Source: an optimization exercise on an open RTL-to-GDS flow (aim: small area, a short achievable clock period and few clock cycles per item). Production flows keep margins and buffers that such runs may drop.
Only simulation tests tie the RTL to the original design; equivalence was not proved.
Power and IR drop assume default switching activity.

Design battleship, start of the top module:
module battleship (
    input  logic                                clk,
    input  logic                                reset,
    input  logic                                cmd_valid,
    output logic                                cmd_ready,
    input  logic                                player,
    input  logic                                direction,
    input  logic [battleship_pkg::COORD_W-1:0]  row,
    input  logic [battleship_pkg::COORD_W-1:0]  col,
    output logic                                result_valid,
    output battleship_pkg::result_t             result,
    output logic                                game_over,
    output logic                                winner
);
    localparam int N = battleship_pkg::BOARD_SIZE;
    function automatic logic [3:0] span_of(input int i);
        case (i)
            0: span_of = 4'd4;
            1: span_of = 4'd3;
            2: span_of = 4'd2;
            3: span_of = 4'd2;
            default: span_of = 4'd1;
        endcase
    endfunction
    function automatic logic [3:0] addk(input logic [3:0] a, input logic [3:0] k);
        addk = 4'd0;
        for (int v = 0; v < 16; v++)
            if (a == 4'(v))
                addk = 4'(v) + k;
    endfunction
    function automatic logic ge4(input logic [3:0] x, input logic [3:0] t);
        logic [3:0] g, p;
        g = x & ~t;
        p = x | ~t;
        ge4 = g[3] | (p[3] & g[2]) | (p[3] & p[2] & g[1]) | (p[3] & p[2] & p[1] & p[0]);
    endfunction
    logic           place_phase;     
    logic           expected;        
    logic           act;             
    logic           game_over_q, winner_q, rv_q;
    logic           hit_p, hit_pb;   
    logic           f_go, f_wp, f_pl, f_off, f_a, f_b, f_last;
    logic [4:0]     idx;             
    logic [4:0]     hits0, hits1;    
    logic [N-1:0]   shot0 [0:N-1];   
  ...
Size in the first run: ~2200 cells after synthesis, roughly 320 flip-flops, roughly 21 I/O pins.
export LEC_CHECK = 0
export ABC_AREA = 1
export CAP_MARGIN = 20
export CORE_MARGIN = 2
export CORE_UTILIZATION = 40
export SETUP_SLACK_MARGIN = 3.5
export SLEW_MARGIN = 20
create_clock -name core_clock -period 6.0 [get_ports {clk}]
run.sh (not shown) runs the stock make flow with config.mk's settings and CLKGATE_MAP_FILE= SYNTH_SCRIPT=/design/flow/synth_recipe.tcl, a recipe that flattens the netlist after the stock synthesis.
Testbench counts at the start, summed over its fixed seeds: cycles 2,309, commands 2,269.
Edit:
--- a/flow/design.v
+++ b/flow/design.v
@@ -155,30 +155,30 @@
     logic [3:0] res;
     logic       do_place, do_shot, do_hit, do_miss, do_win, shoot_ok;
     assign shoot_ok = ~place_phase & (player == expected);
     always_comb
     begin
         do_place = ~game_over_q & (player == expected) & place_phase & fits & ~overlap;
         do_shot  = ~game_over_q & (player == expected) & ~place_phase & in_rng;
         do_miss  = do_shot & ~is_shot & ~is_ship;
         do_hit   = do_shot & ~is_shot & is_ship;
         do_win   = do_hit & last;
     end
-    assign expected = act ^ ~place_phase;
     logic accept;
     assign accept = cmd_valid;   
     always_ff @(posedge clk)
     begin
         if (reset)
         begin
             place_phase <= 1'b1;
+            expected    <= 1'b0;
             act         <= 1'b0;
             game_over_q <= 1'b0;
             rv_q        <= 1'b0;
             idx         <= 5'b00001;
             hits0       <= 5'b00001;
             hits1       <= 5'b00001;
             hit_p       <= 1'b0;
         end
         else
         begin
             rv_q  <= accept;
@@ -188,40 +188,42 @@
                 if (hit_pb)
                     hits1 <= {hits1[3:0], hits1[4] ^ hits1[2]};
                 else
                     hits0 <= {hits0[3:0], hits0[4] ^ hits0[2]};
             end
             if (accept)
             begin
                 if (do_place)
                 begin
                     if (idx[4])
                     begin
+                        expected <= ~expected;
                         act <= 1'b1;
                         if (expected)
                         begin
                             place_phase <= 1'b0;
                             idx         <= 5'b00000;
                         end
                         else
                         begin
                             idx   <= 5'b00001;
                         end
                     end
                     else
                     begin
                         idx   <= {idx[3:0], 1'b0};
                     end
                 end
                 if (do_miss)
                 begin
+                    expected <= ~expected;
                     act      <= ~act;
                 end
                 if (do_win)
                     game_over_q <= 1'b1;
             end
         end
     end
     always_ff @(posedge clk)
     begin
         hit_pb <= act;
         if (!game_over_q)
After rerunning: The changed run went through all stages and came out clean; area after synthesis is about the same; power rises by 3.7%; combinational power rises by 11%; core utilization rises by 0.22 points; setup slack is worse by 0.045 ns; hold slack improved by 0.0094 ns; fmax came out lower by 1.5%; wire length is lower by 0.97%; first-iteration DRC count increases by 7.7%; clock-buffer cell count decreases by 7; via count is lower by 1.6%; design area came out higher by 0.44%.
Testbench counts after the change, summed over its fixed seeds: cycles 2,309, commands 2,269.

========
battleship, a different RTL version from the one above (not shown whole).
For scale: roughly 1,700 cells after synthesis, ~330 flip-flops, ~16,000 sq um of cells after synthesis.
clock: 6.0 ns
lec_check: 0
cap_margin: 20
core_margin: 2
core_utilization: 50
setup_slack_margin: 3.0
slew_margin: 20
Testbench counts at the start, summed over its fixed seeds: cycles 2,309, commands 2,269.
Next try:
--- a/flow/design.v
+++ b/flow/design.v
@@ -64,46 +64,45 @@
         logic [3:0] g, p;
         g = x & ~t;
         p = x | ~t;
         ge4 = g[3] | (p[3] & g[2]) | (p[3] & p[2] & g[1]) | (p[3] & p[2] & p[1] & p[0]);
     endfunction
     logic           place_phase;     
     logic           expected;        
     logic           act;             
     logic           game_over_q, winner_q, rv_q;
     logic           hit_p, hit_pb;   
     logic           f_go, f_wp, f_pl, f_off, f_a, f_b, f_last;
     logic [4:0]     idx;             
-    logic [4:1]     sg;              
-    logic [4:0]     valid;           
     logic [4:0]     hits0, hits1;    
     logic [N-1:0]   shot0 [0:N-1];   
     logic [N-1:0]   shot1 [0:N-1];
     logic [3:0]     sr0 [0:4];       
     logic [3:0]     sc0 [0:4];
     logic           sd0 [0:4];
     logic [3:0]     sr1 [0:4];
     logic [3:0]     sc1 [0:4];
     logic           sd1 [0:4];
     logic [3:0] lim;             
     logic       last;            
     logic [3:0] r0 [0:4];
     logic [3:0] c0 [0:4];
     logic [3:0] r1 [0:4];
     logic [3:0] c1 [0:4];
-    logic [2:0] span;            
+    logic [4:0] valid;
     always_comb
     begin
-        lim = sg[4] ? 4'd5 : sg[3] ? 4'd6 : sg[2] ? 4'd7 : 4'd8;
-        span = sg[4] ? 3'd4 : sg[3] ? 3'd3 : sg[2] ? 3'd2 : sg[1] ? 3'd1 : 3'd0;
+        lim = idx[0] ? 4'd5 : idx[1] ? 4'd6 : (idx[2] | idx[3]) ? 4'd7 : 4'd8;
+        for (int i = 0; i < 5; i++)
+            valid[i] = ~place_phase | ((idx >> (i + 1)) != 5'd0);
         last = act ? ((hits1 == 5'd16) | ((hits1 == 5'd15) & hit_p & hit_pb))
                    : ((hits0 == 5'd16) | ((hits0 == 5'd15) & hit_p & ~hit_pb));
         for (int i = 0; i < 5; i++)
         begin
             logic [3:0] er0, ec0, er1, ec1;
             er0   = sd0[i] ? sr0[i] : addk(sr0[i], span_of(i));
             ec0   = sd0[i] ? addk(sc0[i], span_of(i)) : sc0[i];
             er1   = sd1[i] ? sr1[i] : addk(sr1[i], span_of(i));
             ec1   = sd1[i] ? addk(sc1[i], span_of(i)) : sc1[i];
             r0[i] = act ? sr1[i] : sr0[i];
             c0[i] = act ? sc1[i] : sc0[i];
             r1[i] = act ? er1 : er0;
@@ -114,28 +113,30 @@
     logic         in_rng, fits;
     always_comb
         for (int i = 0; i < N; i++)
         begin
             rsel[i] = (row == 4'(i));
             csel[i] = (col == 4'(i));
         end
     assign in_rng = (row < 4'd10) && (col < 4'd10);
     assign fits   = in_rng && ge4(lim, direction ? col : row);
     logic [3:0] re, ce, rx, cx;
     always_comb
     begin
-        rx = sg[4] ? addk(row, 4) : sg[3] ? addk(row, 3) : sg[2] ? addk(row, 2) :
-             sg[1] ? addk(row, 1) : row;
-        cx = sg[4] ? addk(col, 4) : sg[3] ? addk(col, 3) : sg[2] ? addk(col, 2) :
-             sg[1] ? addk(col, 1) : col;
+        rx = ({4{idx[0]}} & addk(row, 4)) | ({4{idx[1]}} & addk(row, 3)) |
+             ({4{idx[2] | idx[3]}} & addk(row, 2)) | ({4{idx[4]}} & addk(row, 1)) |
+             ({4{~|idx}} & row);
+        cx = ({4{idx[0]}} & addk(col, 4)) | ({4{idx[1]}} & addk(col, 3)) |
+             ({4{idx[2] | idx[3]}} & addk(col, 2)) | ({4{idx[4]}} & addk(col, 1)) |
+             ({4{~|idx}} & col);
         re = direction ? row : rx;
         ce = direction ? cx : col;
     end
     logic probe, overlap, is_ship;
     always_comb
     begin
         probe = 1'b0;
         for (int i = 0; i < 5; i++)
             if (valid[i] && ge4(r1[i], row) && ge4(re, r0[i]) && ge4(c1[i], col) && ge4(ce, c0[i]))
                 probe = 1'b1;
     end
     assign overlap = probe;
@@ -165,26 +166,24 @@
     logic accept;
     assign accept = cmd_valid;   
     always_ff @(posedge clk)
     begin
         if (reset)
         begin
             place_phase <= 1'b1;
             expected    <= 1'b0;
             act         <= 1'b0;
             game_over_q <= 1'b0;
             rv_q        <= 1'b0;
             idx         <= 5'b00001;
-            sg          <= 4'b1111;
-            valid       <= 5'b00000;
             hits0       <= 5'd0;
             hits1       <= 5'd0;
             hit_p       <= 1'b0;
         end
         else
         begin
             rv_q  <= accept;
             hit_p <= accept & do_hit;
             if (hit_p)
             begin
                 if (hit_pb)
                     hits1 <= hits1 + 5'd1;
@@ -194,41 +193,33 @@
             if (accept)
             begin
                 if (do_place)
                 begin
                     if (idx[4])
                     begin
                         expected <= ~expected;
                         act <= 1'b1;
                         if (expected)
                         begin
                             place_phase <= 1'b0;
                             idx         <= 5'b00000;
-                            sg          <= 4'b0000;
-                            valid       <= 5'b11111;
                         end
                         else
                         begin
                             idx   <= 5'b00001;
-                            sg    <= 4'b1111;
-                            valid <= 5'b00000;
                         end
                     end
                     else
                     begin
                         idx   <= {idx[3:0], 1'b0};
-                        valid <= {valid[3:0], 1'b1};
-                        sg[4] <= 1'b0;
-                        sg[3] <= idx[0];
-                        sg[2] <= idx[0] | idx[1] | idx[2];
                     end
                 end
                 if (do_miss)
                 begin
                     expected <= ~expected;
                     act      <= ~act;
                 end
                 if (do_win)
                     game_over_q <= 1'b1;
             end
         end
     end
Outcome: The new run finished clean; total power barely changes; flip-flop and latch count is lower by 8; global-route usage came out lower by 0.64 points; die area falls by 4.5%; area after synthesis shrinks by 4.6%; cell count came out lower by 2.9%; maximum frequency is lower by 2.3%; clock power increases by about 3%; setup slack degrades by 0.079 ns; count of clock-buffer cells in the layout drops by 5; register-to-register slack loses 0.21 ns.
Testbench counts after the change, summed over its fixed seeds: cycles 2,309, commands 2,269.

-- separate check: timing with driven ports --
The flow's constraints put no driver on any port. The routed layouts listed below were extracted and timed again, unchanged, in two steps. Step 1: set_driving_cell puts a clkbuf_16 on clk and a buf_2 on each other input, an assumption about the parent block. Step 2 also shifts input and output timing later by t, the mid clock arrival at the registers, as if the neighbouring blocks saw the same clock. Three values: ideal ports, drivers, drivers and shift; two values: the first two.
run | t, ns | setup WS [ns] | worst slew at a driven data input, ns
the first run of note 1 | 0.585 | 3.090 / 3.083 / 2.498 | 0.08
the second run of note 1 | 0.598 | 3.045 / 3.039 / 2.441 | 0.11
the first run of note 2 | 0.583 | 2.620 / 2.526 / 1.943 | 0.23
the second run of note 2 | 0.573 | 2.541 / 2.424 / 1.851 | 0.19
After both steps setup and hold are still met in every run listed. The setup slack of the second run of note 2, which loses most, moves by -0.117 ns with the drivers and by -0.690 ns with both steps.
